Background: an optimization exercise with open tools, aiming at small area, a short achievable clock period and few clock cycles per item. Do not read the settings as production practice.
At most, simulation tests tie the RTL to the original design; equivalence was not proved.
Only the layout flow was run in run 4; the RTL was not checked for function there.
Power is estimated from default activity; no workload was simulated.

<file path="design.v">
`default_nettype none
package qdv_pkg;
    typedef enum logic [1:0] {
        OP_EDGE_A = 2'd0,
        OP_EDGE_B = 2'd1,
        OP_QUERY  = 2'd2,
        OP_RESET  = 2'd3
    } op_t;
    typedef enum logic [1:0] {
        ST_IDLE,
        ST_MUL,
        ST_DIV,
        ST_DONE
    } state_t;
    localparam int unsigned CNT_W   = 32;
    localparam int unsigned SCALE_W = 20;
    localparam int unsigned PROD_W  = 51;
    localparam int unsigned STEP_W  = 6;
    localparam logic [SCALE_W-1:0] US_PER_SEC = SCALE_W'(1000000);
    typedef struct packed {
        op_t         opcode;
        logic        level_a;
        logic        level_b;
        logic [31:0] time_us;
    } in_item_t;
    typedef struct packed {
        logic signed [31:0] tick_count;
        logic signed [31:0] velocity;
        logic               velocity_valid;
    } out_item_t;
endpackage
`default_nettype wire
`default_nettype none
module quadrature_decoder_velocity_core
(
    input  wire logic      clk,
    input  wire logic      rst_n,
    input  wire logic      in_valid,
    output logic           in_stall,
    input  wire logic [35:0] in_data_bits,
    output logic           out_valid,
    input  wire logic      out_stall,
    output logic [64:0]    out_data_bits
);
    localparam int FD = 16;              
    localparam int MW = 45;              
    localparam logic [MW-1:0] SCALE    = MW'(15625);              
    localparam logic [MW-1:0] MAG_MAX1 = MW'(45'h1e847fffc2f7);   
    localparam logic [MW-1:0] MAG_MAX2 = MW'(45'h1e847fff85ee);   
    localparam logic [1:0] C_QRY = 2'd0;
    localparam logic [1:0] C_UP  = 2'd1;
    localparam logic [1:0] C_DN  = 2'd2;
    localparam logic [1:0] C_RST = 2'd3;
    logic        ivalid;
    logic [34:0] ibuf;           
    logic        eqz;            
    logic        stall_r;
    logic        proc;           
    logic        in_fire;
    logic [1:0]  in_op;
    logic [31:0] in_time;
    logic        in_up;
    logic        is_query;
    assign in_op    = ibuf[34:33];
    assign in_time  = ibuf[31:0];
    assign in_up    = ibuf[32];
    assign is_query = (in_op == qdv_pkg::OP_QUERY);
    assign in_stall = stall_r;
    assign in_fire  = in_valid && !stall_r;
    logic [1:0]  fifo_mem [FD];
    logic [4:0]  fcnt;
    logic        fne, ffull;     
    logic [1:0]  head;
    logic [1:0]  push_code;
    logic        pop;
    assign head = fifo_mem[0];
    logic          msgn;
    logic [MW-1:0] mag;
    logic          mzero, mmin, mmax;    
    logic [31:0]   snap_time;
    logic [31:0]   dt_now;
    logic          snap_upd;             
    qdv_add #(.N(32)) u_dt (.a(in_time), .b(~snap_time), .ci(1'b1), .y(dt_now), .co());
    logic        busy, done;
    logic [31:0] dv;             
    logic [32:0] rem;            
    logic [32:0] sq;             
    logic [5:0]  cnt;            
    logic        dneg, dzero, dsat;
    logic       proc_keep, proc_pop;
    assign proc_keep = ivalid && !ffull && !(is_query && busy);
    assign proc_pop  = ivalid && !ffull && !(is_query && busy && head != C_QRY);
    assign proc      = pop ? proc_pop : proc_keep;
    assign snap_upd  = proc && (in_op == qdv_pkg::OP_RESET || (is_query && !eqz));
    logic       ivalid_keep, ivalid_pop, isq_n;
    logic [4:0] fc_keep, fc_pop;
    logic       busy_keep, busy_pop;
    logic       stall_keep, stall_pop;
    assign ivalid_keep = in_fire || (ivalid && !proc_keep);
    assign ivalid_pop  = in_fire || (ivalid && !proc_pop);
    assign isq_n       = in_fire ? (in_data_bits[35:34] == qdv_pkg::OP_QUERY) : is_query;
    assign fc_keep     = fcnt + {4'd0, proc_keep};
    assign fc_pop      = fcnt + {4'd0, proc_pop} - 5'd1;
    assign busy_keep   = (proc_keep && is_query) || busy;
    assign busy_pop    = (proc_pop && is_query) || (busy && head != C_QRY);
    assign stall_keep  = ivalid_keep && ((fc_keep == 5'(FD)) || (isq_n && busy_keep));
    assign stall_pop   = ivalid_pop && ((fc_pop == 5'(FD)) || (isq_n && busy_pop));
    always_ff @(posedge clk or negedge rst_n)
    begin
        if (!rst_n)
        begin
            ivalid  <= 1'b0;
            stall_r <= 1'b0;
            fcnt    <= '0;
            fne     <= 1'b0;
            ffull   <= 1'b0;
            busy    <= 1'b0;
        end
        else
        begin
            ivalid  <= pop ? ivalid_pop : ivalid_keep;
            stall_r <= pop ? stall_pop : stall_keep;
            fcnt    <= pop ? fc_pop : fc_keep;
            fne     <= pop ? (fc_pop != '0) : (fc_keep != '0);
            ffull   <= pop ? (fc_pop == 5'(FD)) : (fc_keep == 5'(FD));
            busy    <= pop ? busy_pop : busy_keep;
        end
    end
    logic eq_old, eq_new;
    assign eq_old = (in_data_bits[31:0] == snap_time);
    assign eq_new = (in_data_bits[31:0] == in_time);
    always_ff @(posedge clk)
    begin
        if (in_fire)
        begin
            ibuf <= {in_data_bits[35:34],
                     in_data_bits[34] ^ (in_data_bits[33] != in_data_bits[32]),
                     in_data_bits[31:0]};
            eqz  <= snap_upd ? eq_new : eq_old;
        end
    end
    always_comb
    begin
        case (in_op)
            qdv_pkg::OP_EDGE_A, qdv_pkg::OP_EDGE_B: push_code = in_up ? C_UP : C_DN;
            qdv_pkg::OP_QUERY:                      push_code = C_QRY;
            default:                                push_code = C_RST;
        endcase
    end
    always_ff @(posedge clk)
    begin
        for (int i = 0; i < FD; i++)
        begin
            if (pop)
            begin
                if (proc && fcnt == 5'(i + 1))
                    fifo_mem[i] <= push_code;
                else if (i != FD - 1)
                    fifo_mem[i] <= fifo_mem[(i + 1) % FD];
            end
            else if (proc && fcnt == 5'(i))
                fifo_mem[i] <= push_code;
        end
    end
    logic           mag_add;
    logic [MW-1:0]  mag_step;
    logic           sgn_step;
    logic [13:0]    lo_add, lo_sub;
    logic           c_add, c_sub;
    logic [MW-15:0] t_inc, t_dec;
    logic [MW-1:0]  mag_inc, mag_dec;
    assign mag_add = mzero || (in_up ? !msgn : (msgn && !mmin));
    qdv_add #(.N(14)) u_mag_add (.a(mag[13:0]), .b(SCALE[13:0]), .ci(1'b0),
        .y(lo_add), .co(c_add));
    qdv_add #(.N(14)) u_mag_sub (.a(mag[13:0]), .b(~SCALE[13:0]), .ci(1'b1),
        .y(lo_sub), .co(c_sub));
    qdv_pand #(.N(MW-14)) u_mag_inc (.x(mag[MW-1:14]), .t(t_inc));
    qdv_pand #(.N(MW-14)) u_mag_dec (.x(~mag[MW-1:14]), .t(t_dec));
    assign mag_inc  = {mag[MW-1:14] ^ (t_inc & {(MW-14){c_add}}), lo_add};
    assign mag_dec  = {mag[MW-1:14] ^ (t_dec & {(MW-14){!c_sub}}), lo_sub};
    assign mag_step = mag_add ? mag_inc : mag_dec;
    always_comb
    begin
        if (mzero)
            sgn_step = !in_up;
        else if (mmin && !in_up)
            sgn_step = 1'b0;         
        else if (mmax && in_up)
            sgn_step = 1'b1;         
        else
            sgn_step = msgn;
    end
    always_ff @(posedge clk or negedge rst_n)
    begin
        if (!rst_n)
        begin
            msgn      <= 1'b0;
            mag       <= '0;
            mzero     <= 1'b1;
            mmin      <= 1'b0;
            mmax      <= 1'b0;
            snap_time <= '0;
        end
        else if (proc)
        begin
            if (!in_op[1])
            begin
                mag  <= mag_step;
                msgn <= sgn_step;
                if (in_up)
                begin
                    mzero <= msgn && (mag == SCALE);
                    mmin  <= mmax;
                    mmax  <= !msgn && (mag == MAG_MAX2);
                end
                else
                begin
                    mzero <= !msgn && (mag == SCALE);
                    mmin  <= msgn && (mag == MAG_MAX1);
                    mmax  <= mmin;
                end
            end
            else if (snap_upd)
            begin
                mag       <= '0;
                msgn      <= 1'b0;
                mzero     <= 1'b1;
                mmin      <= 1'b0;
                mmax      <= 1'b0;
                snap_time <= in_time;
            end
        end
    end
    logic        rneg;
    logic [31:0] dv_hi;          
    logic [31:0] dv_rev;
    logic [33:0] trial;
    logic        qbit;
    logic        skip16, skip8, skip4, skip2;
    assign rneg = rem[32];
    always_comb
        for (int p = 0; p < 32; p++)
            dv_rev[p] = !dv[31 - p];
    logic [31:0] dv_hr;
    qdv_pand #(.N(32)) u_dvhi (.x(dv_rev), .t(dv_hr));
    always_comb
        for (int p = 0; p < 32; p++)
            dv_hi[p] = dv_hr[31 - p];
    always_comb
    begin
        logic [31:0] m16, m8, m4, m2;
        for (int j = 0; j < 32; j++)
        begin
            m16[j] = (j + 16 >= 32) ? 1'b1 : dv_hi[(j + 16) % 32];
            m8[j]  = (j + 8 >= 32) ? 1'b1 : dv_hi[(j + 8) % 32];
            m4[j]  = (j + 4 >= 32) ? 1'b1 : dv_hi[(j + 4) % 32];
            m2[j]  = (j + 2 >= 32) ? 1'b1 : dv_hi[(j + 2) % 32];
        end
        skip16 = !rneg && (cnt >= 6'd16) && ((rem[31:0] & m16) == '0) && ((sq[32:17] & dv_hi[15:0]) == '0);
        skip8  = !rneg && (cnt >= 6'd8)  && ((rem[31:0] & m8) == '0)  && ((sq[32:25] & dv_hi[7:0]) == '0);
        skip4  = !rneg && (cnt >= 6'd4)  && ((rem[31:0] & m4) == '0)  && ((sq[32:29] & dv_hi[3:0]) == '0);
        skip2  = !rneg && (cnt >= 6'd2)  && ((rem[31:0] & m2) == '0)  && ((sq[32:31] & dv_hi[1:0]) == '0);
    end
    qdv_add #(.N(34)) u_trial (.a({rem, sq[32]}),
        .b(rneg ? {2'b00, dv} : ~{2'b00, dv}), .ci(!rneg), .y(trial), .co());
    assign qbit = !trial[33];
    logic [31:0] quo, quo_t, quo_neg;
    logic [31:0] vel;
    logic        vsat;
    assign quo = sq[31:0];
    qdv_pand #(.N(32)) u_neg (.x(~quo), .t(quo_t));
    assign quo_neg = quo ^ ~quo_t;
    assign vsat    = dsat || (quo[31] && (!dneg || !quo_t[31]));
    always_comb
    begin
        if (dzero)
            vel = '0;
        else if (vsat)
            vel = dneg ? 32'h8000_0000 : 32'h7fff_ffff;
        else
            vel = dneg ? quo_neg : quo;
    end
    always_ff @(posedge clk or negedge rst_n)
    begin
        if (!rst_n)
            done <= 1'b0;
        else if (proc && is_query)
            done <= eqz;
        else if (pop && head == C_QRY)
            done <= 1'b0;
        else if (busy && !done)
        begin
            if (dsat)
                done <= 1'b1;
            else if (skip16 || skip8 || skip4 || skip2)
            begin
                if (cnt == (skip16 ? 6'd16 : skip8 ? 6'd8 : skip4 ? 6'd4 : 6'd2))
                    done <= 1'b1;
            end
            else if (cnt == 6'd1)
                done <= 1'b1;
        end
    end
    always_ff @(posedge clk)
    begin
        if (proc && is_query)
        begin
            dv    <= dt_now;
            dzero <= eqz;
            dneg  <= msgn;
            dsat  <= 1'b0;
            rem   <= {15'd0, mag[44:27]};
            sq    <= {mag[26:0], 6'd0};
            cnt   <= 6'd33;
        end
        else if (busy && !done)
        begin
            if (skip16)
            begin
                rem <= {rem[16:0], sq[32:17]};
                sq  <= {sq[16:0], 16'd0};
                cnt <= cnt - 6'd16;
            end
            else if (skip8)
            begin
                rem <= {rem[24:0], sq[32:25]};
                sq  <= {sq[24:0], 8'd0};
                cnt <= cnt - 6'd8;
            end
            else if (skip4)
            begin
                rem <= {rem[28:0], sq[32:29]};
                sq  <= {sq[28:0], 4'd0};
                cnt <= cnt - 6'd4;
            end
            else if (skip2)
            begin
                rem <= {rem[30:0], sq[32:31]};
                sq  <= {sq[30:0], 2'd0};
                cnt <= cnt - 6'd2;
            end
            else
            begin
                rem <= trial[32:0];
                sq  <= {sq[31:0], qbit};
                cnt <= cnt - 6'd1;
                if (cnt == 6'd33 && qbit)
                    dsat <= 1'b1;
            end
        end
    end
    logic        ovalid;
    logic [31:0] otick;
    logic [31:0] ovel;
    logic        ovv;
    logic        hok;            
    logic [31:0] tick_ti, tick_td, tick_next;
    qdv_pand #(.N(32)) u_tick_i (.x(otick), .t(tick_ti));
    qdv_pand #(.N(32)) u_tick_d (.x(~otick), .t(tick_td));
    always_comb
    begin
        case (head)
            C_UP:    tick_next = otick ^ tick_ti;
            C_DN:    tick_next = otick ^ tick_td;
            C_RST:   tick_next = '0;
            default: tick_next = otick;
        endcase
    end
    assign hok = fne && (head != C_QRY || done);
    assign pop = hok && (!ovalid || !out_stall);
    always_ff @(posedge clk or negedge rst_n)
    begin
        if (!rst_n)
        begin
            ovalid <= 1'b0;
            otick  <= '0;
        end
        else
        begin
            ovalid <= pop || (ovalid && out_stall);
            otick  <= pop ? tick_next : otick;
        end
    end
    always_ff @(posedge clk)
    begin
        if (pop)
        begin
            ovel <= (head == C_QRY) ? vel : '0;
            ovv  <= (head == C_QRY) && !dzero;
        end
    end
    assign out_valid     = ovalid;
    assign out_data_bits = {otick, ovel, ovv};
endmodule
module qdv_add #(parameter int N = 32)
(
    input  wire logic [N-1:0] a,
    input  wire logic [N-1:0] b,
    input  wire logic         ci,
    output logic [N-1:0]      y,
    output logic              co
);
    logic [N-1:0] p, g, gg, pg;
    always_comb
    begin
        p  = a ^ b;
        g  = a & b;
        g[0] = g[0] | (p[0] & ci);
        gg = g;
        pg = p;
        for (int l = 1; l < N; l = l * 2)
            for (int i = 0; i < N; i++)
                if ((i & l) != 0)
                begin
                    gg[i] = gg[i] | (pg[i] & gg[(i & ~(2 * l - 1)) + l - 1]);
                    pg[i] = pg[i] & pg[(i & ~(2 * l - 1)) + l - 1];
                end
    end
    assign y  = p ^ {gg[N-2:0], ci};
    assign co = gg[N-1];
endmodule
module qdv_pand #(parameter int N = 32)
(
    input  wire logic [N-1:0] x,
    output logic [N-1:0]      t
);
    logic [N-1:0] q;
    always_comb
    begin
        q = x;
        for (int l = 1; l < N; l = l * 2)
            for (int i = 0; i < N; i++)
                if ((i & l) != 0)
                    q[i] = q[i] & q[(i & ~(2 * l - 1)) + l - 1];
    end
    assign t = {q[N-2:0], 1'b1};
endmodule
`default_nettype wire
</file>
<file path="run.sh">
#!/bin/bash
# synth_recipe.tcl (not shown) runs the flow's synth.tcl, then flattens the netlist and writes it again
# the make line also repeats each setting of config.mk as NAME=value (left out here)
make -C /OpenROAD-flow-scripts/flow DESIGN_CONFIG=/design/flow/config.mk WORK_HOME=/design/flow/orfs CLKGATE_MAP_FILE= SYNTH_SCRIPT=/design/flow/synth_recipe.tcl finish
</file>
<file path="config.mk">
export PLATFORM = sky130hd
export DESIGN_NAME = quadrature_decoder_velocity_core
export DESIGN_NICKNAME = quadrature_decoder_velocity_core
export VERILOG_FILES = /design/flow/design.v
export SDC_FILE = /design/flow/constraint.sdc
export NUM_CORES = 4
export LEC_CHECK = 0
export CAP_MARGIN = 20
export CORE_MARGIN = 2
export CORE_UTILIZATION = 62
export PLACE_DENSITY = 0.72
export SETUP_SLACK_MARGIN = 4.4
export SLEW_MARGIN = 20
</file>
<file path="constraint.sdc">
create_clock -name core_clock -period 8.0 [get_ports {clk}]
set_input_delay 1.6000 -clock core_clock [delete_from_list [all_inputs] [get_ports {clk}]]
set_output_delay 1.6000 -clock core_clock [all_outputs]
set_load 0.01 [all_outputs]
</file>
==> run summary, run 1 <==
Yosys
The prevailing post-synth register cell is sky130_fd_sc_hd__edfxtp_1. Ranked by instance count, the synthesized netlist is headed by sky130_fd_sc_hd__nor2_1 (228), sky130_fd_sc_hd__a21oi_1 (210), sky130_fd_sc_hd__nand2_1 (195). The count of flip-flops with a built-in enable after synthesis is between 150 and 200. The biggest area consumer among synthesized cells is sky130_fd_sc_hd__edfxtp_1. The area share of fa/ha/maj cells after synthesis is 0.06107. After synthesis, the netlist uses just over 80 different library cells. The combinational family with the most area after synthesis is compound AO/OA/AOI/OAI gates.

After synthesis, the share of cell area in mux cells is 0.05871. Yosys printed 7 warnings. Of the total synthesized cell area, the portion taken by XOR and XNOR cells is 0.07283. The mean area per synthesized cell is 8.939 µm².

The share of the synthesized area in compound gates (AO/OA/AOI/OAI) was 0.1935. Yosys instantiated no cell more often than sky130_fd_sc_hd__nor2_1. Counting flops and latches in the post-synthesis netlist gives 333.

The fraction of the yosys area taken by sequential cells is 0.3962. The cell area that synthesis handed to floorplanning was 22250 µm². The simple-gate portion of the synthesized area is 0.1714. The share of Yosys cell area claimed by the top area cell type is 0.2052. Yosys attributes the largest share of cell area to sky130_fd_sc_hd__edfxtp_1 (21%), sky130_fd_sc_hd__dfrtp_1 (14%), sky130_fd_sc_hd__ha_1 (5.1%), sky130_fd_sc_hd__dfxtp_1 (5.0%), sky130_fd_sc_hd__a21oi_1 (4.7%).

Synthesis produced a netlist with a net count of 2631. The fraction of synthesis flops using an asynchronous set or reset pin is 0.3754. The instance count of the mapped netlist is 2489.

Setup path
STA classifies the critical path startpoint as a flop. The top fanout value on the critical path is 5. The worst setup path is of the reg2reg kind. The worst path required time is 8.50 ns.

The worst path arrival time is ~4.3 ns. STA classifies the critical path endpoint as a flop.

Power
The power density of the placed cells is 484.7 nW/µm². The standby leakage power is 9.995 nW. The final total power is 12.55 mW. Across the VDD grid, the largest voltage drop is about 0.35 mV.

Status
The flow ran to the end and the layout has no timing, DRC or antenna violations.

Clocking
The maximum number of buffers from clock root to sink is 3. TritonCTS built the clock tree. The number of buffers inserted during clock tree synthesis is 38. The clock sink count is between 300 and 400. The worst-skew pair later-pin latency is 0.57 ns. The buffer type at the clock tree root is sky130_fd_sc_hd__clkbuf_16. The clock-pin slew reported for the worst setup and hold paths after clock tree synthesis is 0.06 ns. The depth of the CTS H-tree is 2.

Global route
Entering global routing, the biggest net connects 89 pins. The final global-route overflow total is 0. The via count of the first global-routing pass is 18950. The number of antenna violations at the first check in global routing is 0.

In the global route stage, overall resource usage came out at 0.3432. The wire length of the first global-routing pass is between 100 and 150 mm.

Floorplan
The row count is 69. The die is 193.4 µm wide. The die outline height is 193.4 µm.

The die covers 37420 µm². The initial utilization of the core area, before any placement, comes to 0.6270. The floorplan step defined a core boundary enclosing 35480 µm². The count of pins on the block boundary is 107.

Detailed routing
The routed layout has 19980 vias. The final layout contains routed wiring with a total length of 66.14 mm. The remaining antenna violation count is 0. The number of iterations in the first detailed-routing pass is 8. The number of remaining DRC errors is 0. The average via count per standard cell is 6.539. After the first detailed-routing iteration, the DRC count stood at slightly below 2000. The routed length per instance is 21.64 µm.

Placement
The count of port buffers added during placement is 106. The final RePlAce weighted congestion is approximately 0.94. Once placement finished, the instance area stood at between 20000 and 25000 µm². In this run, placement finished with an instance count of between 2000 and 3000. Summed over all nets, the half-perimeter wirelength after detailed placement is 43.90 mm.

Timing
The setup TNS is 0 ns. At the pin with the least slew margin, the transition time is 1.048 ns. The number of hold violations in the final report was 0. The setup violation total in the final timing report is 0. The worst pin sits at a relative slew slack of 0.2985. The number of pins exceeding their max-slew limit in the final report is 0.

The share of the cycle needed by the critical path after routing is 0.4695. The highest clock rate is 266.3 MHz. The shortest period the worst path allows is 3.756 ns.

Setup repair after global routing could not meet its margin everywhere. The largest clock skew in the final design is 0.02351 ns. Hold timing on the final database bottoms out at a slack of 0.5103 ns.

Cells and area
The net count reported at finish is about 2700. After filler insertion, the fill cell instance count of the layout stands at between 2000 and 3000. The proportion of layout cells with a drive suffix above 1 is 0.1126.

The finished cells cover ~26000 µm². From synthesis to final layout, the design area changed by 16.38%. The post-route non-filler standard cell count is 3056.

Min path
In this run the worst hold path is classified as reg2reg.

Run
The max-cap check violation count is 0.
## report_power, final
group	switching [mW]	internal (mW)
combinational	3.93	3.03
clock	0.734	0.998
sequential	1.10	2.75
total	5.77	6.78
## final timing paths
path / startpoint / endpoint / slack (ns) / cells after the start
max: rem[32] / rem[32] / 4.24 / 15
min: msgn / dneg / 0.51 / 0
max reg2reg: rem[32] / rem[32] / 4.24 / 15
min reg2reg: msgn / dneg / 0.51 / 0
max in group asynchronous: rst_n / snap_time[16] / 5.44 / 2
min in group asynchronous: rst_n / snap_time[22] / 1.14 / 1
## state kept, by name (all words and copies together), names as in the netlist, 5 cells and up
register	cells
cnt	6
dv	32
fcnt	5
fifo_mem	32
ibuf	35
mag	45
otick	32
ovel	32
rem	33
snap_time	32
sq	33
## per-layer routing
metal  track usage  wire [µm]
met1        0.4741      27370
met2        0.5315      29650
met3       0.07793       6791
met4        0.1247       2339
met5             0          0
## kinds of logic (layout without fill, tap and decap cells)
kind of cell | Yosys count | in the layout
AO/OA/AOI/OAI | 688 | 688
XOR/XNOR | 185 | 185
other | 0 | 1
buffers and inverters | 270 | 371
flip-flops | 333 | 333
multiplexers | 126 | 126
adder cells (fa/ha/maj) | 102 | 102
AND/OR/NAND/NOR | 785 | 789
## final cells by class
type | count | area [µm²] | share of cell area
multi-input cells | 1890 | 12920 | 0.4992
flip-flops and latches | 333 | 8823 | 0.3408
repair buffers | 182 | 1863 | 0.07195
clock buffers | 53 | 1099 | 0.04243
well taps | 461 | 576.8 | 0.02228
inverters | 116 | 442.9 | 0.01711
clock inverters | 17 | 137.6 | 0.005316
repair inverters | 3 | 22.52 | 0.0008698
diodes | 1 | 2.502 | 0.00009665
## critical path, cell delays in order (launching register included)
cell and delay [ns]:
sky130_fd_sc_hd__dfxtp_4 0.36, sky130_fd_sc_hd__buf_8 0.14, sky130_fd_sc_hd__buf_12 0.15, sky130_fd_sc_hd__xnor2_2 0.14, sky130_fd_sc_hd__ha_1 0.35, sky130_fd_sc_hd__a21o_1 0.21, sky130_fd_sc_hd__a221o_1 0.34, sky130_fd_sc_hd__or3_4 0.35
sky130_fd_sc_hd__a31oi_4 0.19, sky130_fd_sc_hd__a211oi_2 0.11, sky130_fd_sc_hd__o31ai_2 0.27, sky130_fd_sc_hd__nand2b_1 0.12, sky130_fd_sc_hd__a21o_1 0.20, sky130_fd_sc_hd__a21oi_2 0.17, sky130_fd_sc_hd__fa_2 0.46, sky130_fd_sc_hd__o21ai_1 0.13
## cells in the final DEF (no fill, tap or decap), drive strengths merged, types with 21 or more instances in the layout
cell | synthesis | routed
a211oi | 21 | 21
a21oi | 210 | 210
a221o | 22 | 22
buf | 26 | 69
clkbuf | 128 | 58
clkdlybuf4s50 | 0 | 104
dfrtp | 124 | 124
dfxtp | 56 | 56
edfxtp | 152 | 152
ha | 91 | 91
inv | 115 | 115
mux2 | 36 | 36
mux2i | 90 | 90
nand2 | 195 | 196
nand2b | 29 | 29
nand3 | 45 | 45
nand4 | 21 | 21
nor2 | 230 | 232
nor2b | 28 | 28
nor3 | 66 | 66
nor4 | 39 | 39
o21ai | 194 | 194
o31ai | 34 | 34
or3 | 59 | 59
xnor2 | 103 | 103
xor2 | 82 | 82
## per-stage QoR
| stage | util | setup slack (ns) |
|---|---|---|
| 2_1_floorplan | - | 4.411 |
| 3_3_place_gp | 0.6628 | 2.497 |
| 3_5_place_dp | 0.6628 | 2.346 |
| 4_1_cts | 0.7159 | 4.240 |
| 5_1_grt | 0.7296 | 4.127 |
| 6_report | 0.7297 | 4.244 |
## timing repair
item	CTS	global route
endpoints found under the hold margin	0	0
setup buffers	21	24
hold buffers	0	0
resized for setup	75	47
cloned	10	4
pin swaps	23	23
endpoints found under the setup margin	179	109
Testbench counts, summed over its fixed seeds: cycles 32,309, items 24,063.
==> inputs of run 2 (changes only) <==
--- a/config.mk
+++ b/config.mk
@@ -7,7 +7,9 @@
 export LEC_CHECK = 0
 export CAP_MARGIN = 20
 export CORE_MARGIN = 2
-export CORE_UTILIZATION = 62
-export PLACE_DENSITY = 0.72
+export CORE_UTILIZATION = 55
+export CTS_CLUSTER_DIAMETER = 100
+export CTS_CLUSTER_SIZE = 30
+export PLACE_DENSITY = 0.65
 export SETUP_SLACK_MARGIN = 4.4
 export SLEW_MARGIN = 20
==> run 2 against run 1 <==
  * Die area increased by 12%
  * Area after synthesis did not move
  * Clock power down 38%
  * Largest cell class unchanged
  * Sequential share of layout area grew 0.70 points
  * Sequential power hardly changed
  * Worst setup slack improved by 0.12 ns
  * Flip-flop and latch count unchanged
  * Power shrank 5.3%
  * Wire length grew 0.94%
  * Combinational power about the same
==> run summary, run 2 <==
Status
The flow ran to the end and the layout has no timing, DRC or antenna violations.

Detailed routing
The final wirelength is 66.76 mm (+0.94%). The total number of vias is 19520 (-2.3%). The average via count per standard cell is 6.335 (-3.1%). The routed length per instance came to 21.67 µm (+0.12%). The number of iterations in the first detailed-routing pass is 8 (unchanged). The number of remaining DRC errors is 0 (unchanged).

The remaining antenna violation count came to 0 (unchanged). The number of DRC violations after detailed-routing iteration 0 is 2113 (+6.6%).

Clocking
The clock sink count is 333 (unchanged). The maximum number of buffers from clock root to sink came to 3 (unchanged). The TritonCTS clock tree is built. The count of hold-fix buffers inserted at cts is 0 (unchanged). The depth of the CTS H-tree is 1 (-1). The clock-pin slew reported for the worst setup and hold paths after clock tree synthesis is 0.12 ns (+0.06 ns). The number of buffers inserted during clock tree synthesis was 16 (-58%). The worst-skew pair later-pin latency is 0.56 ns (about the same). The buffer type at the clock tree root is sky130_fd_sc_hd__clkbuf_16.

Setup path
The delay of the slowest cell on the worst path came to 0.46 ns (about the same). Among all stages on the critical path, the largest delay is contributed by sky130_fd_sc_hd__fa_2. Traced cell by cell, the critical path runs through buf_12 -> xnor2_1 -> ha_1 -> a21o_1 -> a221o_1 -> or3_4 -> a31oi_4 -> a211oi_2 -> o31ai_2 -> nand2b_1 -> a21o_1 -> a21oi_2 -> fa_2 -> o21ai_1.

The worst path required time is 8.50 ns (about the same). The endpoint class of the critical path is a flop. Broken down by cell family, the worst path's largest delay share belongs to compound AO/OA/AOI/OAI gates. The setup slack on the worst flop-to-flop path is 4.36 ns (+0.12 ns). The most frequent cell on the critical path is sky130_fd_sc_hd__a21o_1. The buffering stage count on the worst path with inverters included is 1 (-1). The startpoint class of the critical path is a flop. The worst path arrival time is 4.14 ns (-0.11 ns).

The critical path is of the reg2reg type. The top fanout value on the critical path is 14 (+9).

Timing
The number of hold violations in the final report is 0 (unchanged). Setup repair after global routing could not meet its margin everywhere. The share of the cycle needed by the critical path after routing is 0.4548 (-0.01468). The slew at the pin closest to its max-slew limit was 1.017 ns (-0.03100 ns). The number of pins exceeding their max-slew limit in the final report is 0 (unchanged).

The relative slew slack came to 0.3146 (+0.01608). The largest clock skew in the final design is 0.03043 ns (+0.006926 ns). The worst-case setup margin in the final layout is 4.362 ns (+0.1174 ns). The highest clock rate came to 274.9 MHz (+3.2%). The shortest period the worst path allows came to 3.638 ns (-0.1174 ns).

The setup violation total in the final timing report came to 0 (unchanged). The hold slack is 0.5249 ns (+0.01455 ns). The setup TNS is 0 ns (unchanged).

Yosys
The distinct cell type count of the synthesized netlist came to 83 (unchanged). The number of nets in the synthesized netlist is 2631 (unchanged). The simple-gate portion of the synthesized area is 0.1714 (unchanged). The commonest cells after synthesis are sky130_fd_sc_hd__nor2_1 (228), sky130_fd_sc_hd__a21oi_1 (210), sky130_fd_sc_hd__nand2_1 (195). By area the synthesized netlist is led by sky130_fd_sc_hd__edfxtp_1 (21%), sky130_fd_sc_hd__dfrtp_1 (14%), sky130_fd_sc_hd__ha_1 (5.1%), sky130_fd_sc_hd__dfxtp_1 (5.0%), sky130_fd_sc_hd__a21oi_1 (4.7%).

The share of the synthesized area in compound gates (AO/OA/AOI/OAI) is 0.1935 (unchanged). The combinational family with the most area after synthesis is compound AO/OA/AOI/OAI gates. The biggest area consumer among synthesized cells is sky130_fd_sc_hd__edfxtp_1.

The most common cell in the synthesized netlist is sky130_fd_sc_hd__nor2_1. The mux cell area share after synthesis is 0.05871 (unchanged). The fraction of synthesized cell area in xor and xnor cells is 0.07283 (unchanged).

The prevailing post-synth register cell is sky130_fd_sc_hd__edfxtp_1. The share of Yosys cell area claimed by the top area cell type is 0.2052 (unchanged). The count of flip-flops with a built-in enable after synthesis is 152 (unchanged). The count of yosys warnings during synthesis is 7 (unchanged). The instance count of the mapped netlist is 2489 (unchanged).

The mean area per synthesized cell is 8.939 µm² (unchanged). The area share of fa/ha/maj cells after synthesis is 0.06107 (unchanged). The fraction of the yosys area taken by sequential cells is 0.3962 (unchanged).

The fraction of synthesis flops using an asynchronous set or reset pin was 0.3754 (unchanged). The flip-flop and latch count after synthesis is 333 (unchanged). The cell area after technology mapping is 22250 µm² (unchanged).

Placement
The final RePlAce weighted congestion came to 0.9474 (+0.80%). The placed instance count is 2990 (+2.2%). The HPWL after detailed placement came to 45.02 mm (+2.5%). The count of port buffers added during placement came to 106 (unchanged).

The pre-CTS worst setup slack is 3.056 ns (+0.7095 ns). The placed instance area came to 23610 µm² (+0.39%).

Global route
The via count of the first global-routing pass is 18300 (-3.4%). The wire length of the first global-routing pass came to 103.9 mm (about the same). The number of antenna violations at the first check in global routing is 2 (+2). The global-route usage over all layers came to 0.3125 (-0.03073). The final global-route overflow total is 0 (unchanged).

The pin count of the biggest net entering global routing was 89 (unchanged).

Cells and area
The proportion of layout cells with a drive suffix above 1 is 0.1009 (-0.01163). The register bank with the most flops is mag. The leading cell type in the layout, fill and taps excluded is sky130_fd_sc_hd__nor2_1.

The final core area utilization is 0.6370 (-0.09267). The net count reported at finish is 2688 (-0.67%). The flip-flop count of the largest register after layout is 45 (unchanged).

The post-layout instance area came to 25370 µm² (-2.0%). Compared with the post-synthesis result, the final layout area differs by 14.03%. The library cells used most frequently in the layout, excluding fill and tap cells, are sky130_fd_sc_hd__nor2_1 (219), sky130_fd_sc_hd__a21oi_1 (206), sky130_fd_sc_hd__nand2_1 (188), sky130_fd_sc_hd__o21ai_0 (181), sky130_fd_sc_hd__edfxtp_1 (152). The number of fill cells is 3415 (+27%). The post-route non-filler standard cell count came to 3081 (+0.82%).

The final antenna diode count is 0 (-1). The largest registers in the layout are mag (45), ibuf (35).

Floorplan
The count of pins on the block boundary is 107 (unchanged). The floorplan die width was 205.1 µm (+6.0%). The row count came to 73 (+5.8%).

The placeable core region was 39820 µm² (+12%). The starting utilization of the core area is 0.5587 (-0.06834). The full die area is 42080 µm² (+12%). The die outline height came to 205.1 µm (+6.0%).

Power
The final total power is 11.88 mW (-5.3%). The power density of the placed cells is 468.4 nW/µm² (-3.4%). The standby leakage power was 9.728 nW (-2.7%). The maximum ir drop on the vdd rail came to 0.2146 mV (-39%).

Run
The max-cap check violation count was 0 (unchanged).

Min path
The class of the tightest hold or removal check is reg2reg.
## run 2: cell counts after synthesis
Identical to the previous run, type by type.
## run 2: cells by family after synthesis
| kind of cell | Yosys count |
|---|---|
| flops | 333 |
| simple gates | 785 |
| xor+xnor | 185 |
| fa+ha+maj | 102 |
| buf+inv | 270 |
| mux | 126 |
| compound gates | 688 |
## run 2: area by class of cell
class,count,area [µm²],share of cell area
clock buffer,21,440.4,0.01736
clock inverter,7,107.6,0.004241
multi-input combinational,1890,12930,0.5099
sequential,333,8823,0.3478
timing repair buffer,189,1961,0.07728
tap,525,656.9,0.02589
inverter,116,445.4,0.01756
## run 2: where the power goes
part | switching [mW] | total, mW | internal, mW
Sequential | 1.09 | 3.83 | 2.74
Combinational | 3.93 | 6.98 | 3.06
Clock | 0.604 | 1.07 | 0.462
Total | 5.62 | 11.9 | 6.26
## run 2: worst register-to-register path, delay by kind of cell, from the launching register on
| kind | cells | cell delay (ns) |
|---|---|---|
| compound gates | 8 | 1.62 |
| xor+xnor | 1 | 0.15 |
| fa+ha+maj | 2 | 0.79 |
| flops | 1 | 0.39 |
| simple gates | 2 | 0.46 |
| buf+inv | 1 | 0.16 |
## run 2: timing repair
| item | 4_1_cts | 5_1_grt |
|---|---|---|
| buffers inserted | 22 | 30 |
| gates cloned | 7 | 4 |
| gates resized for setup | 71 | 50 |
| endpoints found under the setup margin | 230 | 156 |
| pin swaps | 19 | 17 |
## run 2: final timing paths
kind,from,end,cells past startpoint
setup / recovery,rem[32],rem[32],14
hold / removal,msgn,dneg,0
setup reg to reg,rem[32],rem[32],14
hold reg to reg,msgn,dneg,0
max in group asynchronous,rst_n,otick[1],2
min in group asynchronous,rst_n,snap_time[23],1
## run 2: per-layer routing
metal	routed length, µm	GRT usage	part of all wire
met4	2641	0.1066	0.040
met5	27	0	0.00040
met3	5565	0.05393	0.083
met1	29230	0.4462	0.44
met2	29300	0.4800	0.44
==> inputs of run 3 (changes only) <==
--- a/config.mk
+++ b/config.mk
@@ -8,8 +8,8 @@
 export CAP_MARGIN = 20
 export CORE_MARGIN = 2
 export CORE_UTILIZATION = 55
-export CTS_CLUSTER_DIAMETER = 100
-export CTS_CLUSTER_SIZE = 30
+export CTS_CLUSTER_DIAMETER = 80
+export CTS_CLUSTER_SIZE = 20
 export PLACE_DENSITY = 0.65
 export SETUP_SLACK_MARGIN = 4.4
 export SLEW_MARGIN = 20
==> run 3 against run 2 <==
  * Critical path depth did not move
  * Critical path type unchanged
  * Area after synthesis did not move
  * Largest power group unchanged
  * Clock-buffer cell count rose by 9
  * Still clean on timing, DRC and antenna
==> run summary, run 3 <==
Status
The run finished with no timing, DRC or antenna violations.

Yosys
The biggest area consumer among synthesized cells is sky130_fd_sc_hd__edfxtp_1. By area the synthesized netlist is led by sky130_fd_sc_hd__edfxtp_1 (21%), sky130_fd_sc_hd__dfrtp_1 (14%), sky130_fd_sc_hd__ha_1 (5.1%), sky130_fd_sc_hd__dfxtp_1 (5.0%), sky130_fd_sc_hd__a21oi_1 (4.7%). The mux cell area share after synthesis was 0.05871 (unchanged). The share of Yosys cell area claimed by the top area cell type was 0.2052 (unchanged). The count of yosys warnings during synthesis was 7 (unchanged). The fraction of synthesis flops using an asynchronous set or reset pin is 0.3754 (unchanged). After synthesis, the largest family of logic cells by area is compound AO/OA/AOI/OAI gates.

The number of nets in the synthesized netlist came to 2631 (unchanged). The fraction of the yosys area taken by sequential cells is 0.3962 (unchanged). The fraction of synthesized cell area in xor and xnor cells came to 0.07283 (unchanged).

The share of the synthesized area in compound gates (AO/OA/AOI/OAI) is 0.1935 (unchanged). The flip-flop and latch count after synthesis is 333 (unchanged). Ranked by instance count, the synthesized netlist is headed by sky130_fd_sc_hd__nor2_1 (228), sky130_fd_sc_hd__a21oi_1 (210), sky130_fd_sc_hd__nand2_1 (195). The mean area per synthesized cell is 8.939 µm² (unchanged). The count of flip-flops with a built-in enable after synthesis is 152 (unchanged). The distinct cell type count of the synthesized netlist was 83 (unchanged). The prevailing post-synth register cell is sky130_fd_sc_hd__edfxtp_1.

The instance count of the mapped netlist is 2489 (unchanged). The simple-gate portion of the synthesized area was 0.1714 (unchanged). The cell area after technology mapping came to 22250 µm² (unchanged). The area share of fa/ha/maj cells after synthesis was 0.06107 (unchanged). Among all cell types in the netlist, the one instantiated most often is sky130_fd_sc_hd__nor2_1.

Floorplan
The starting utilization of the core area was 0.5587 (unchanged). The count of pins on the block boundary was 107 (unchanged). The placeable core region is 39820 µm² (unchanged). The row count was 73 (unchanged). The die outline height is 205.1 µm (unchanged). The full die area came to 42080 µm² (unchanged).

The floorplan die width is 205.1 µm (unchanged).

Clocking
The maximum number of buffers from clock root to sink was 3 (unchanged). The count of hold-fix buffers inserted at cts is 0 (unchanged). The worst-skew pair later-pin latency is 0.59 ns (+0.03 ns). The depth of the CTS H-tree came to 1 (unchanged). The clock-pin slew reported for the worst setup and hold paths after clock tree synthesis is 0.08 ns (-0.04 ns). TritonCTS built the clock tree.

Clock tree synthesis selected as its root buffer the cell sky130_fd_sc_hd__clkbuf_16. The number of buffers inserted during clock tree synthesis came to 25 (+9). The clock sink count is 333 (unchanged).

Min path
The class of the tightest hold or removal check is reg2reg.

Power
The switching portion of total power is 0.4701 (-0.003073). The total internal power is 6.453 mW (+3.1%). The power share of the sequential group is 0.314 (-0.008). The maximum ir drop on the vdd rail is 0.2697 mV (+26%).

The standby leakage power is 9.856 nW (+1.3%). The power spent charging and discharging nets is 5.724 mW (+1.8%). The combinational share of power is 0.578 (-0.010). The power density of the placed cells is 475.5 nW/µm² (+1.5%).

The proportion of power drawn by the clock network is 0.108 (+0.018). The final total power is 12.18 mW (+2.5%).

Global route
The wire length of the first global-routing pass came to 104.6 mm (+0.66%). The number of antenna violations at the first check in global routing is 1 (-1). The via count of the first global-routing pass was 18460 (+0.85%). The global-route usage over all layers is 0.3147 (+0.002238). The final global-route overflow total is 0 (unchanged).

The pin count of the biggest net entering global routing is 89 (unchanged).

Cells and area
The area added between synthesis and finish is 15.09%. The net count reported at finish is 2697 (+0.33%). The post-layout instance area came to 25610 µm² (+0.94%). The proportion of layout cells with a drive suffix above 1 is 0.1069 (+0.005940). Leaving out fill and tap cells, the most frequent cells in the layout are sky130_fd_sc_hd__nor2_1 (218), sky130_fd_sc_hd__a21oi_1 (205), sky130_fd_sc_hd__nand2_1 (188), sky130_fd_sc_hd__o21ai_0 (183), sky130_fd_sc_hd__edfxtp_1 (152). The number of fill cells is 3399 (-0.47%). The largest registers in the layout are mag (45), ibuf (35). Leaving out fill and tap cells, the most frequent cell in the layout is sky130_fd_sc_hd__nor2_1. The post-route non-filler standard cell count is 3099 (+0.58%). mag holds more flip-flops than any other register. The flip-flop count of the largest register after layout was 45 (unchanged).

Placement
The HPWL after detailed placement was 45.02 mm (unchanged). The count of port buffers added during placement is 106 (unchanged). The placed instance count came to 2990 (unchanged). The placed instance area is 23610 µm² (unchanged). The final RePlAce weighted congestion was 0.9474 (unchanged).

Setup path
The top fanout value on the critical path was 6 (-8). The signal on the critical path passes through buf_12 -> xnor2_1 -> ha_1 -> a21o_1 -> a221o_1 -> or3_4 -> a31oi_4 -> a211oi_2 -> o31ai_2 -> nand2b_1 -> a21o_1 -> a21oi_4 -> fa_2 -> o21ai_1. The worst path arrival time came to 4.13 ns (about the same). The setup slack on the worst flop-to-flop path is 4.38 ns (+0.02 ns). The path type of the worst setup path is reg2reg.

The count of cells along the worst register-to-register path came to 14 (unchanged). STA classifies the critical path endpoint as a flop. The startpoint class of the critical path is a flop. The worst-path cell with the longest stage delay is sky130_fd_sc_hd__fa_2.

The worst path required time is 8.51 ns (about the same). The endpoint of the most critical register-to-register path is rem[32]. The end point of the critical path is rem[32].

The delay of the slowest cell on the worst path is 0.46 ns (about the same). Tracing the worst setup path back leads to its startpoint at rem[32]. The startpoint identified for the worst register-to-register timing path is rem[32].

The most frequent cell on the critical path is sky130_fd_sc_hd__a21o_1.

Detailed routing
The average via count per standard cell is 6.312 (-0.36%). The number of remaining DRC errors was 0 (unchanged). The remaining antenna violation count was 0 (unchanged).

The total number of vias came to 19560 (+0.23%). The number of iterations in the first detailed-routing pass is 5 (-3). The final wirelength is 66.98 mm (+0.32%). The number of DRC violations after detailed-routing iteration 0 is 2152 (+1.8%).

The routed length per instance came to 21.61 µm (-0.26%).

Timing
The shortest period the worst path allows came to 3.622 ns (-0.01668 ns). Setup repair after global routing could not meet its margin everywhere. The number of hold violations in the final report is 0 (unchanged).

The relative slew slack is 0.3138 (-0.0007170). The highest clock rate is 276.1 MHz (+0.46%). The number of pins exceeding their max-slew limit in the final report is 0 (unchanged). The share of the cycle needed by the critical path after routing came to 0.4527 (-0.002085).

The slew at the pin closest to its max-slew limit is 1.018 ns (+0.001064 ns). The hold slack is 0.5166 ns (-0.008282 ns). The largest clock skew in the final design is 0.02244 ns (-0.007992 ns). The setup TNS was 0 ns (unchanged).

The setup violation total in the final timing report is 0 (unchanged).

Run
The max-cap check violation count was 0 (unchanged).
[run 3: cell counts after synthesis]
Identical to the previous run, type by type.
[run 3: worst max-delay path: cells and delay by family, from the launching register on]
kind                       cells  cell delay, ns
AOI/OAI and AO/OA              8            1.59
xor gates and xnor gates       1            0.13
adders and majority gates      2            0.80
buffers and inverters          1            0.15
DFF                            1            0.39
and+or+nand+nor                2            0.46
[run 3: power groups by stage]
stage	logic (mW)	registers, mW	clock network, mW
4_1_cts	6.70	3.77	1.34
3_5_place_dp	6.27	3.81	0
5_1_grt	7.74	3.89	1.40
2_1_floorplan	4.90	3.26	0
3_3_place_gp	6.14	3.81	0
6_report	7.04	3.82	1.31
[run 3: cells by family (layout without fill, tap and decap cells)]
group | count (synthesis) | in the layout
AOI/OAI and AO/OA | 688 | 688
xor gates and xnor gates | 185 | 185
adders and majority gates | 102 | 102
buffers and inverters | 270 | 350
DFF | 333 | 333
muxes | 126 | 126
other | 0 | 1
and+or+nand+nor | 785 | 789
[run 3: routing by layer]
layer,vias up,global-route usage,wire [µm]
met2,880,0.4843,29500
met3,188,0.05154,5808
met1,9316,0.4484,29050
li1,9178,-,-
met5,-,0,0
met4,0,0.1123,2627
[run 3: how the worst min path moves through the flow]
stage / slack [ns] / to / depth (start not counted) / start
floorplan: 0.46 / rem[29] / 2 / rem[29]
global placement: 0.49 / dneg / 0 / msgn
detailed placement: 0.50 / dneg / 0 / msgn
CTS: 0.52 / dneg / 0 / msgn
global route: 0.55 / dneg / 0 / msgn
finish: 0.52 / dneg / 0 / msgn
[run 3: layout make-up]
class / count / area, µm² / share of cell area
multi-input cells: 1890 / 12930 / 0.5048
flip-flops and latches: 333 / 8823 / 0.3446
repair buffers: 189 / 1944 / 0.07593
well taps: 525 / 656.9 / 0.02565
clock buffers: 30 / 644.4 / 0.02516
inverters: 116 / 445.4 / 0.01739
clock inverters: 15 / 162.7 / 0.006352
diodes: 1 / 2.502 / 0.00009772
[run 3: metrics by stage]
step                      setup WS [ns]    util
after floorplan                   4.411       -
after global placement            3.177  0.5928
after detailed placement          3.056  0.5928
after CTS                         4.266  0.6312
after global routing              4.214  0.6430
final                             4.378  0.6430
[run 3: timing repair]
action,CTS,global route
cloned,7,2
setup endpoints to repair,229,157
buffers inserted,31,23
pin swaps,18,24
resized for setup,69,54
==> inputs of run 4 (changes only) <==
--- a/design.v
+++ b/design.v
@@ -126,9 +126,7 @@
             busy    <= pop ? busy_pop : busy_keep;
         end
     end
-    logic eq_old, eq_new;
-    assign eq_old = (in_data_bits[31:0] == snap_time);
-    assign eq_new = (in_data_bits[31:0] == in_time);
+    assign eqz = (in_time == snap_time);
     always_ff @(posedge clk)
     begin
         if (in_fire)
@@ -136,7 +134,6 @@
             ibuf <= {in_data_bits[35:34],
                      in_data_bits[34] ^ (in_data_bits[33] != in_data_bits[32]),
                      in_data_bits[31:0]};
-            eqz  <= snap_upd ? eq_new : eq_old;
         end
     end
     always_comb
@@ -354,16 +351,14 @@
     logic [31:0] ovel;
     logic        ovv;
     logic        hok;            
-    logic [31:0] tick_ti, tick_td, tick_next;
-    qdv_pand #(.N(32)) u_tick_i (.x(otick), .t(tick_ti));
-    qdv_pand #(.N(32)) u_tick_d (.x(~otick), .t(tick_td));
+    logic [31:0] tick_t, tick_next;
+    qdv_pand #(.N(32)) u_tick (.x(head[1] ? ~otick : otick), .t(tick_t));
     always_comb
     begin
         case (head)
-            C_UP:    tick_next = otick ^ tick_ti;
-            C_DN:    tick_next = otick ^ tick_td;
-            C_RST:   tick_next = '0;
-            default: tick_next = otick;
+            C_UP, C_DN: tick_next = otick ^ tick_t;
+            C_RST:      tick_next = '0;
+            default:    tick_next = otick;
         endcase
     end
     assign hok = fne && (head != C_QRY || done);
--- a/config.mk
+++ b/config.mk
@@ -8,8 +8,6 @@
 export CAP_MARGIN = 20
 export CORE_MARGIN = 2
 export CORE_UTILIZATION = 55
-export CTS_CLUSTER_DIAMETER = 80
-export CTS_CLUSTER_SIZE = 20
 export PLACE_DENSITY = 0.65
 export SETUP_SLACK_MARGIN = 4.4
 export SLEW_MARGIN = 20
==> run 4 against run 3 <==
  * Worst hold slack got worse by 0.027 ns
  * Via count fell by 0.55%
  * Largest power group unchanged
  * Worst setup slack got worse by 0.16 ns
  * Cell count rose by 0.35%
  * Utilization rose by 1.6 points
  * Die area fell by 2.3%
  * Critical path depth fell by 1
  * Synthesized cell count fell by 0.72%
  * Wire length fell by 4.4%
  * Design area fell by 0.12%
  * Sequential power fell by 4%
  * Highest routed layer unchanged
==> run summary, run 4 <==
Setup path
The worst path required time came to 8.48 ns (-0.03 ns). The critical path startpoint is rem[3]. The startpoint class of the critical path is a flop. The worst setup path is captured at a flop. The worst path arrival time is 4.26 ns (+0.13 ns).

The count of cells along the worst register-to-register path was 13 (-1). The setup slack on the worst flop-to-flop path is 4.22 ns (-0.16 ns). The startpoint of the most critical register-to-register path is rem[3]. The critical path is of the reg2reg type.

The endpoint identified for the worst register-to-register timing path is rem[32]. The critical path ends at rem[32]. The top fanout value on the critical path is 7 (+1).

Timing
The setup violation total in the final timing report was 0 (unchanged). The highest clock rate is 264.3 MHz (-4.3%). The share of the cycle needed by the critical path after routing is 0.4729 (+0.02019). The number of pins exceeding their max-slew limit in the final report is 0 (unchanged). The number of hold violations in the final report is 0 (unchanged). Setup repair after global routing could not meet its margin everywhere. The largest clock skew in the final design is 0.01111 ns (-0.01133 ns). The setup TNS is 0 ns (unchanged). The relative slew slack is 0.4086 (+0.09471). The shortest period the worst path allows came to 3.783 ns (+0.1615 ns).

The slew at the pin closest to its max-slew limit was 0.8804 ns (-0.1381 ns).

Placement
The final RePlAce weighted congestion is 0.9426 (-0.51%). The HPWL after detailed placement came to 43.37 mm (-3.7%). The count of port buffers added during placement is 106 (unchanged).

Cells and area
The area added between synthesis and finish is 17.77%. The number of fill cells is 3244 (-4.6%). The leading cell type in the layout, fill and taps excluded is sky130_fd_sc_hd__nand2_1. The register bank with the most flops is mag. The flip-flop count of the largest register after layout is 45 (unchanged). The final antenna diode count was 0 (-1).

The proportion of layout cells with a drive suffix above 1 is 0.1165 (+0.009633). Leaving out fill and tap cells, the most frequent cells in the layout are sky130_fd_sc_hd__nand2_1 (259), sky130_fd_sc_hd__nor2_1 (229), sky130_fd_sc_hd__a21oi_1 (221), sky130_fd_sc_hd__o21ai_0 (164), sky130_fd_sc_hd__edfxtp_1 (151). The net count reported at finish is 2705 (+0.30%). The largest registers in the layout are mag (45), ibuf (35).

Clocking
The count of hold-fix buffers inserted at cts is 0 (unchanged). The depth of the CTS H-tree was 2 (+1). TritonCTS built the clock tree. The clock sink count came to 332 (-0.30%). The number of buffers inserted during clock tree synthesis came to 39 (+56%).

The worst-skew pair later-pin latency is 0.57 ns (-0.02 ns). The maximum number of buffers from clock root to sink came to 3 (unchanged). In this run the clock root is driven by a sky130_fd_sc_hd__clkbuf_16.

The clock-pin slew reported for the worst setup and hold paths after clock tree synthesis was 0.06 ns (-0.02 ns).

Detailed routing
The remaining antenna violation count was 0 (unchanged). The number of iterations in the first detailed-routing pass is 9 (+4). The number of remaining DRC errors was 0 (unchanged). The final wirelength was 64.06 mm (-4.4%). The total number of vias is 19450 (-0.55%). The routed length per instance is 20.60 µm (-4.7%). The average via count per standard cell is 6.255 (-0.90%). The number of DRC violations after detailed-routing iteration 0 was 1674 (-22%).

Floorplan
The placeable core region is 38830 µm² (-2.5%). The die outline height is 202.7 µm (-1.2%). The floorplan die width is 202.7 µm (-1.2%). The starting utilization of the core area is 0.5593 (+0.0006354).

The row count was 72 (-1.4%). The full die area is 41090 µm² (-2.3%). The count of pins on the block boundary is 107 (unchanged).

Status
The run finished with no timing, DRC or antenna violations.

Yosys
The area share of fa/ha/maj cells after synthesis came to 0.06314 (+0.002072). The mux cell area share after synthesis is 0.03376 (-0.02495). Ranked by instance count, the synthesized netlist is headed by sky130_fd_sc_hd__nand2_1 (265), sky130_fd_sc_hd__nor2_1 (239), sky130_fd_sc_hd__a21oi_1 (228). The fraction of the yosys area taken by sequential cells was 0.4045 (+0.008318). The share of the synthesized area in compound gates (AO/OA/AOI/OAI) is 0.2027 (+0.009232). The simple-gate portion of the synthesized area is 0.1853 (+0.01388).

The count of yosys warnings during synthesis is 7 (unchanged). By area the synthesized netlist is led by sky130_fd_sc_hd__edfxtp_1 (21%), sky130_fd_sc_hd__dfrtp_1 (14%), sky130_fd_sc_hd__ha_1 (5.3%), sky130_fd_sc_hd__a21oi_1 (5.3%), sky130_fd_sc_hd__dfxtp_1 (5.2%). The flip-flop and latch count after synthesis came to 332 (-0.30%).

The fraction of synthesized cell area in xor and xnor cells came to 0.05928 (-0.01354). The count of flip-flops with a built-in enable after synthesis is 151 (-0.66%). The mean area per synthesized cell is 8.789 µm² (-1.7%). After synthesis, the largest family of logic cells by area is compound AO/OA/AOI/OAI gates. The biggest area consumer among synthesized cells is sky130_fd_sc_hd__edfxtp_1. The number of nets in the synthesized netlist came to 2614 (-0.65%).

The cell area after technology mapping was 21720 µm² (-2.4%). The instance count of the mapped netlist is 2471 (-0.72%). The most used flip-flop cell after synthesis is sky130_fd_sc_hd__edfxtp_1. The fraction of synthesis flops using an asynchronous set or reset pin is 0.3765 (+0.001131). The distinct cell type count of the synthesized netlist is 96 (+16%). The share of Yosys cell area claimed by the top area cell type came to 0.2088 (+0.003641). The most common cell in the netlist is sky130_fd_sc_hd__nand2_1.

Run
The max-cap check violation count came to 0 (unchanged).

Global route
The global-route usage over all layers was 0.3089 (-0.005814). The pin count of the biggest net entering global routing is 81 (-9.0%). The final global-route overflow total is 0 (unchanged). The via count of the first global-routing pass was 18790 (+1.8%). The wire length of the first global-routing pass was 101.9 mm (-2.7%). The number of antenna violations at the first check in global routing is 0 (-1).

Power
The power share of the sequential group is 0.299 (-0.015). The final total power is 12.27 mW (+0.74%). The proportion of power drawn by the clock network is 0.140 (+0.032).

The switching portion of total power is 0.4574 (-0.01271). The combinational share of power came to 0.561 (-0.017). The maximum ir drop on the vdd rail came to 0.2513 mV (-6.8%). The power density of the placed cells came to 479.6 nW/µm² (+0.86%). The total internal power came to 6.656 mW (+3.2%). The standby leakage power is 10.10 nW (+2.5%). The power spent charging and discharging nets is 5.611 mW (-2.0%).

Min path
The min-delay analysis places its worst path in the category reg2reg.
## run 4: cell types whose count changed in the layout (fill, tap and decap cells not counted), moves of 16 or more
cell / before / now
sky130_fd_sc_hd__nand2_1: 188 / 259
sky130_fd_sc_hd__a21oi_1: 205 / 221
sky130_fd_sc_hd__mux2_2: 36 / 10
sky130_fd_sc_hd__mux2i_1: 90 / 62
sky130_fd_sc_hd__xnor2_1: 101 / 84
sky130_fd_sc_hd__a22o_1: 20 / 4
sky130_fd_sc_hd__xor2_1: 82 / 56
sky130_fd_sc_hd__o21ai_0: 183 / 164
sky130_fd_sc_hd__a222oi_1: 3 / 27
sky130_fd_sc_hd__a221o_1: 22 / 3
sky130_fd_sc_hd__buf_4: 63 / 87
## run 4: how the worst min path moves through the flow
stage	startpoint	end	slack, ns	cells after the start
5_1_grt	ibuf[26]	snap_time[26]	0.53	2
6_report	ibuf[6]	snap_time[6]	0.49	2
2_1_floorplan	mmax	mmax	0.45	2
3_5_place_dp	ibuf[24]	snap_time[24]	0.48	2
3_3_place_gp	mmax	mmax	0.47	2
4_1_cts	ibuf[24]	snap_time[24]	0.50	2
## run 4: area by class of cell
type,instances,area (µm²),area share
timing repair inverter,1,5.005,0.0001957
timing repair buffer,214,2016,0.07881
tap,518,648.1,0.02534
inverter,113,427.9,0.01673
clock buffer,53,1069,0.04178
multi-input combinational,1861,12460,0.4871
sequential,332,8790,0.3437
clock inverter,18,162.7,0.006360
## run 4: power by group through the flow
| stage | sequential [mW] | clock, mW | combinational (mW) |
|---|---|---|---|
| floorplan | 3.11 | 0 | 4.73 |
| global placement | 3.63 | 0 | 5.87 |
| detailed placement | 3.64 | 0 | 6.00 |
| CTS | 3.62 | 1.75 | 6.47 |
| global route | 3.72 | 1.82 | 7.59 |
| finish | 3.67 | 1.71 | 6.88 |
## run 4: kinds of logic after synthesis
group           after synthesis
compound gates              698
simple gates                838
buf+inv                     281
flops                       332
xor+xnor                    147
fa+ha+maj                   103
mux                          72
## run 4: metrics by stage
step	instances	worst slack, ns	cell area (µm²)	hold WS (ns)	util
after floorplan	2471	4.184	21830	0.4502	-
after global placement	2961	2.844	23120	0.4729	0.5954
after detailed placement	2961	2.765	23120	0.4787	0.5956
after CTS	3079	4.214	25050	0.4974	0.6452
after global routing	3110	4.088	25580	0.5286	0.6587
final	3110	4.217	25580	0.4893	0.6587
## run 4: repair_timing
item / in CTS / in global routing
resized for setup: 68 / 64
setup buffers: 41 / 30
pin swaps: 27 / 35
cloned: 6 / 1
setup endpoints to repair: 248 / 114
## run 4: routing by layer
| layer | global-route usage | share of wire | wire length (µm) | up-vias |
|---|---|---|---|---|
| li1 | - | - | - | 9116 |
| met1 | 0.4197 | 0.42 | 26980 | 9172 |
| met2 | 0.4810 | 0.44 | 28500 | 945 |
| met3 | 0.06308 | 0.094 | 6008 | 221 |
| met4 | 0.1327 | 0.040 | 2568 | 0 |
| met5 | 0 | 0 | 0 | - |
## run 4: critical path, cell delays in order, from the launching register on
cell and delay [ns]:
sky130_fd_sc_hd__edfxtp_1 0.69, sky130_fd_sc_hd__ha_1 0.35, sky130_fd_sc_hd__a21o_1 0.16, sky130_fd_sc_hd__a21o_1 0.18
sky130_fd_sc_hd__o21a_4 0.25, sky130_fd_sc_hd__o311a_4 0.35, sky130_fd_sc_hd__o2111ai_4 0.23, sky130_fd_sc_hd__o21ai_1 0.10
sky130_fd_sc_hd__o41a_1 0.38, sky130_fd_sc_hd__a21oi_2 0.20, sky130_fd_sc_hd__inv_2 0.06, sky130_fd_sc_hd__a21oi_4 0.16
sky130_fd_sc_hd__fa_2 0.43, sky130_fd_sc_hd__o21ai_1 0.12
==> inputs of run 5 (changes only) <==
--- a/design.v
+++ b/design.v
@@ -231,7 +231,8 @@
     logic        rneg;
     logic [31:0] dv_hi;          
     logic [31:0] dv_rev;
-    logic [33:0] trial;
+    logic [32:0] trial;
+    logic        tcarry;
     logic        qbit;
     logic        skip16, skip8, skip4, skip2;
     assign rneg = rem[32];
@@ -258,9 +259,9 @@
         skip4  = !rneg && (cnt >= 6'd4)  && ((rem[31:0] & m4) == '0)  && ((sq[32:29] & dv_hi[3:0]) == '0);
         skip2  = !rneg && (cnt >= 6'd2)  && ((rem[31:0] & m2) == '0)  && ((sq[32:31] & dv_hi[1:0]) == '0);
     end
-    qdv_add #(.N(34)) u_trial (.a({rem, sq[32]}),
-        .b(rneg ? {2'b00, dv} : ~{2'b00, dv}), .ci(!rneg), .y(trial), .co());
-    assign qbit = !trial[33];
+    qdv_add #(.N(33)) u_trial (.a({rem[31:0], sq[32]}),
+        .b(rneg ? {1'b0, dv} : ~{1'b0, dv}), .ci(!rneg), .y(trial), .co(tcarry));
+    assign qbit = tcarry;
     logic [31:0] quo, quo_t, quo_neg;
     logic [31:0] vel;
     logic        vsat;
@@ -338,7 +339,7 @@
             end
             else
             begin
-                rem <= trial[32:0];
+                rem <= {!tcarry, trial[31:0]};
                 sq  <= {sq[31:0], qbit};
                 cnt <= cnt - 6'd1;
                 if (cnt == 6'd33 && qbit)
--- a/config.mk
+++ b/config.mk
@@ -9,5 +9,5 @@
 export CORE_MARGIN = 2
 export CORE_UTILIZATION = 55
 export PLACE_DENSITY = 0.65
-export SETUP_SLACK_MARGIN = 4.4
+export SETUP_SLACK_MARGIN = 4.55
 export SLEW_MARGIN = 20
==> run 5 against run 4 <==
  * Non-clock buffer count up 4
  * Critical endpoint is now rem[17]
  * Largest power group unchanged
  * Cell count up 1.8%
  * Combinational power up 7.3%
  * Utilization up 0.27 points
  * Maximum frequency up 4.0%
  * Still clean
  * Clock-buffer cell count up 3
  * Register-to-register slack better by 0.15 ns
  * Die area up 1.1%
==> run summary, run 5 <==
Status
The run finished with no timing, DRC or antenna violations.

Cells and area
Compared with the post-synthesis result, the final layout area differs by 19.09%. The proportion of layout cells with a drive suffix above 1 is 0.1209 (+0.004367). The library cells used most frequently in the layout, excluding fill and tap cells, are sky130_fd_sc_hd__nand2_1 (267), sky130_fd_sc_hd__a21oi_1 (216), sky130_fd_sc_hd__o21ai_0 (201), sky130_fd_sc_hd__nor2_1 (196), sky130_fd_sc_hd__edfxtp_1 (151). The post-route non-filler standard cell count came to 3165 (+1.8%). The final core area utilization is 0.6615 (+0.002750). The register bank with the most flops is mag. The post-layout instance area is 26160 µm² (+2.3%).

The flip-flop count of the largest register after layout is 45 (unchanged). The library cell used most frequently in the layout, excluding fill and tap cells, is sky130_fd_sc_hd__nand2_1. The number of fill cells is 3284 (+1.2%).

In the final layout, the registers with the most flip-flops are mag (45), ibuf (35). The net count reported at finish is 2754 (+1.8%).

Detailed routing
The remaining antenna violation count is 0 (unchanged). The routed length per instance is 22.28 µm (+8.2%). The average via count per standard cell is 6.438 (+2.9%).

The total number of vias is 20380 (+4.7%). The number of iterations in the first detailed-routing pass is 9 (unchanged). The number of remaining DRC errors was 0 (unchanged). The number of DRC violations after detailed-routing iteration 0 is 2266 (+35%). The final wirelength is 70.53 mm (+10%).

Run
The max-cap check violation count was 0 (unchanged).

Timing
The largest clock skew in the final design is 0.02255 ns (+0.01143 ns). The setup TNS is 0 ns (unchanged). The shortest period the worst path allows is 3.636 ns (-0.1471 ns). The highest clock rate is 275.0 MHz (+4.0%).

The hold slack came to 0.4852 ns (-0.004041 ns). The setup violation total in the final timing report came to 0 (unchanged). The share of the cycle needed by the critical path after routing is 0.4545 (-0.01839). Setup repair after global routing could not meet its margin everywhere. The slew at the pin closest to its max-slew limit came to 1.122 ns (+0.2416 ns). The relative slew slack came to 0.2520 (-0.1566).

The number of hold violations in the final report is 0 (unchanged). The number of pins exceeding their max-slew limit in the final report is 0 (unchanged).

Setup path
The endpoint class of the critical path is a flop. The path type of the worst setup path is reg2reg. The worst path arrival time is 3.94 ns (-0.32 ns). The startpoint class of the critical path is a flop. The top fanout value on the critical path came to 9 (+2).

The worst path required time is 8.31 ns (-0.17 ns).

Power
The total internal power is 6.850 mW (+2.9%). The power density of the placed cells was 490.5 nW/µm² (+2.3%). The proportion of power drawn by the clock network is 0.135 (-0.005). The maximum ir drop on the vdd rail is 0.2397 mV (-4.6%). The combinational share of power was 0.575 (+0.014). The power share of the sequential group was 0.289 (-0.010). The switching portion of total power is 0.4661 (+0.008725). The standby leakage power is 10.48 nW (+3.8%).

The power spent charging and discharging nets was 5.981 mW (+6.6%).

Global route
The global-route usage over all layers was 0.3348 (+0.02584). The wire length of the first global-routing pass is 109.1 mm (+7.1%). The pin count of the biggest net entering global routing was 99 (+22%). The final global-route overflow total was 0 (unchanged).

The via count of the first global-routing pass is 19170 (+2.0%). The number of antenna violations at the first check in global routing is 1 (+1).

Clocking
The worst-skew pair later-pin latency is 0.57 ns (about the same). The depth of the CTS H-tree came to 2 (unchanged). The clock sink count is 332 (unchanged).

TritonCTS built the clock tree. The count of hold-fix buffers inserted at cts was 0 (unchanged). In this run the clock root is driven by a sky130_fd_sc_hd__clkbuf_16. The clock-pin slew reported for the worst setup and hold paths after clock tree synthesis came to 0.07 ns (about the same). The number of buffers inserted during clock tree synthesis came to 39 (unchanged). The maximum number of buffers from clock root to sink is 3 (unchanged).

Yosys
The distinct cell type count of the synthesized netlist is 99 (+3.1%). By area the synthesized netlist is led by sky130_fd_sc_hd__edfxtp_1 (21%), sky130_fd_sc_hd__dfrtp_1 (14%), sky130_fd_sc_hd__ha_1 (5.3%), sky130_fd_sc_hd__dfxtp_1 (5.1%), sky130_fd_sc_hd__a21oi_1 (5.0%). By instance count, the leading cell after synthesis is sky130_fd_sc_hd__nand2_1. The number of nets in the synthesized netlist is 2654 (+1.5%). The instance count of the mapped netlist is 2511 (+1.6%). The fraction of the yosys area taken by sequential cells was 0.3999 (-0.004585). The fraction of synthesis flops using an asynchronous set or reset pin is 0.3765 (unchanged). After synthesis, the most frequently instantiated cells are sky130_fd_sc_hd__nand2_1 (275), sky130_fd_sc_hd__a21oi_1 (221), sky130_fd_sc_hd__o21ai_0 (208). The mean area per synthesized cell came to 8.748 µm² (-0.46%). The count of yosys warnings during synthesis is 7 (unchanged). The biggest area consumer among synthesized cells is sky130_fd_sc_hd__edfxtp_1. The count of flip-flops with a built-in enable after synthesis is 151 (unchanged). The cell area after technology mapping is 21970 µm² (+1.1%). The share of Yosys cell area claimed by the top area cell type is 0.2064 (-0.002367). The prevailing post-synth register cell is sky130_fd_sc_hd__edfxtp_1. The flip-flop and latch count after synthesis is 332 (unchanged).

Floorplan
The starting utilization of the core area was 0.5554 (-0.003914). The count of pins on the block boundary is 107 (unchanged). The floorplan die width is 203.8 µm (+0.56%). The full die area is 41550 µm² (+1.1%). The row count came to 73 (+1.4%). The placeable core region came to 39550 µm² (+1.9%). The die outline height is 203.8 µm (+0.56%).

Placement
The final RePlAce weighted congestion came to 0.9330 (-1.0%). The placed instance area came to 23300 µm² (+0.77%). The count of port buffers added during placement came to 106 (unchanged). The HPWL after detailed placement is 45.72 mm (+5.4%). The placed instance count is 2998 (+1.2%).

Min path
The class of the tightest hold or removal check is reg2reg.
-- run 5: changes by cell type in the layout (fill, tap and decap cells not counted), sizes merged, moves of 14 or more --
cell,before,now
nor2,240,207
o22ai,26,9
o21ai,184,216
a31oi,21,37
nor3,62,48
xnor2,89,119
-- run 5: path summary, 6_finish.rpt --
| path | to | depth (start not counted) | startpoint | slack (ns) |
|---|---|---|---|---|
| setup reg to reg | rem[17] | 13 | rem[8] | 4.36 |
| setup / recovery | rem[17] | 13 | rem[8] | 4.36 |
| hold reg to reg | rem[30] | 2 | rem[30] | 0.49 |
| max in group asynchronous | mag[5] | 3 | rst_n | 5.29 |
| hold / removal | rem[30] | 2 | rem[30] | 0.49 |
| min in group asynchronous | snap_time[14] | 1 | rst_n | 0.99 |
-- run 5: timing repair --
action | 4_1_cts | 5_1_grt
gates resized for setup | 104 | 65
cloned | 11 | 3
pin swaps | 29 | 31
endpoints found under the setup margin | 242 | 119
setup buffers | 57 | 26
-- run 5: critical path: stages (launching register included) --
cell and delay, ns:
sky130_fd_sc_hd__edfxtp_1 0.77, sky130_fd_sc_hd__ha_1 0.41, sky130_fd_sc_hd__and4_1 0.22, sky130_fd_sc_hd__o21a_1 0.11, sky130_fd_sc_hd__a21boi_2 0.19, sky130_fd_sc_hd__o31ai_4 0.34, sky130_fd_sc_hd__and2_4 0.22, sky130_fd_sc_hd__inv_4 0.04
sky130_fd_sc_hd__fa_2 0.39, sky130_fd_sc_hd__xor2_4 0.18, sky130_fd_sc_hd__mux2i_1 0.16, sky130_fd_sc_hd__o211ai_1 0.11, sky130_fd_sc_hd__o211ai_1 0.10, sky130_fd_sc_hd__o311ai_1 0.12
-- run 5: area by class of cell --
type	instances	area, µm²	share of cell area
antenna	1	2.502	0.00009566
inverter	125	494.2	0.01889
clock buffer	56	1090	0.04166
tap	525	656.9	0.02511
timing repair inverter	2	17.52	0.0006696
clock inverter	13	122.6	0.004687
timing repair buffer	218	2160	0.08255
sequential	332	8791	0.3360
multi-input combinational	1893	12830	0.4903
-- run 5: cells by family after synthesis --
kind of cell,count (synthesis),share of synthesized area
xor+xnor,166,0.06619
buf+inv,292,0.05161
mux,63,0.02911
compound gates,737,0.2104
fa+ha+maj,103,0.06209
flops,332,0.3999
simple gates,818,0.1807
-- run 5: per-layer routing --
| layer | wire length [µm] | part of all wire | track usage | up-vias |
|---|---|---|---|---|
| li1 | - | - | - | 9316 |
| met1 | 28970 | 0.41 | 0.4553 | 9696 |
| met2 | 30580 | 0.43 | 0.5089 | 1116 |
| met3 | 7664 | 0.11 | 0.08307 | 249 |
| met4 | 3316 | 0.047 | 0.1429 | 0 |
| met5 | 0 | 0 | 0 | - |
-- run 5: power by group through the flow --
stage	sequential, mW	combinational [mW]	clock, mW
2_1_floorplan	3.14	4.92	0
3_3_place_gp	3.68	6.24	0
4_1_cts	3.65	6.99	1.76
3_5_place_dp	3.70	6.37	0
6_report	3.71	7.38	1.73
5_1_grt	3.75	8.07	1.83
-- run 5: per-stage QoR --
stage | total power, mW | setup slack [ns]
2_1_floorplan | 8.057 | 4.524
3_3_place_gp | 9.916 | 2.910
3_5_place_dp | 10.07 | 2.880
4_1_cts | 12.39 | 4.409
5_1_grt | 13.64 | 4.278
6_report | 12.83 | 4.364
Testbench counts of run 5, summed over its fixed seeds: cycles 32,309, items 24,063.
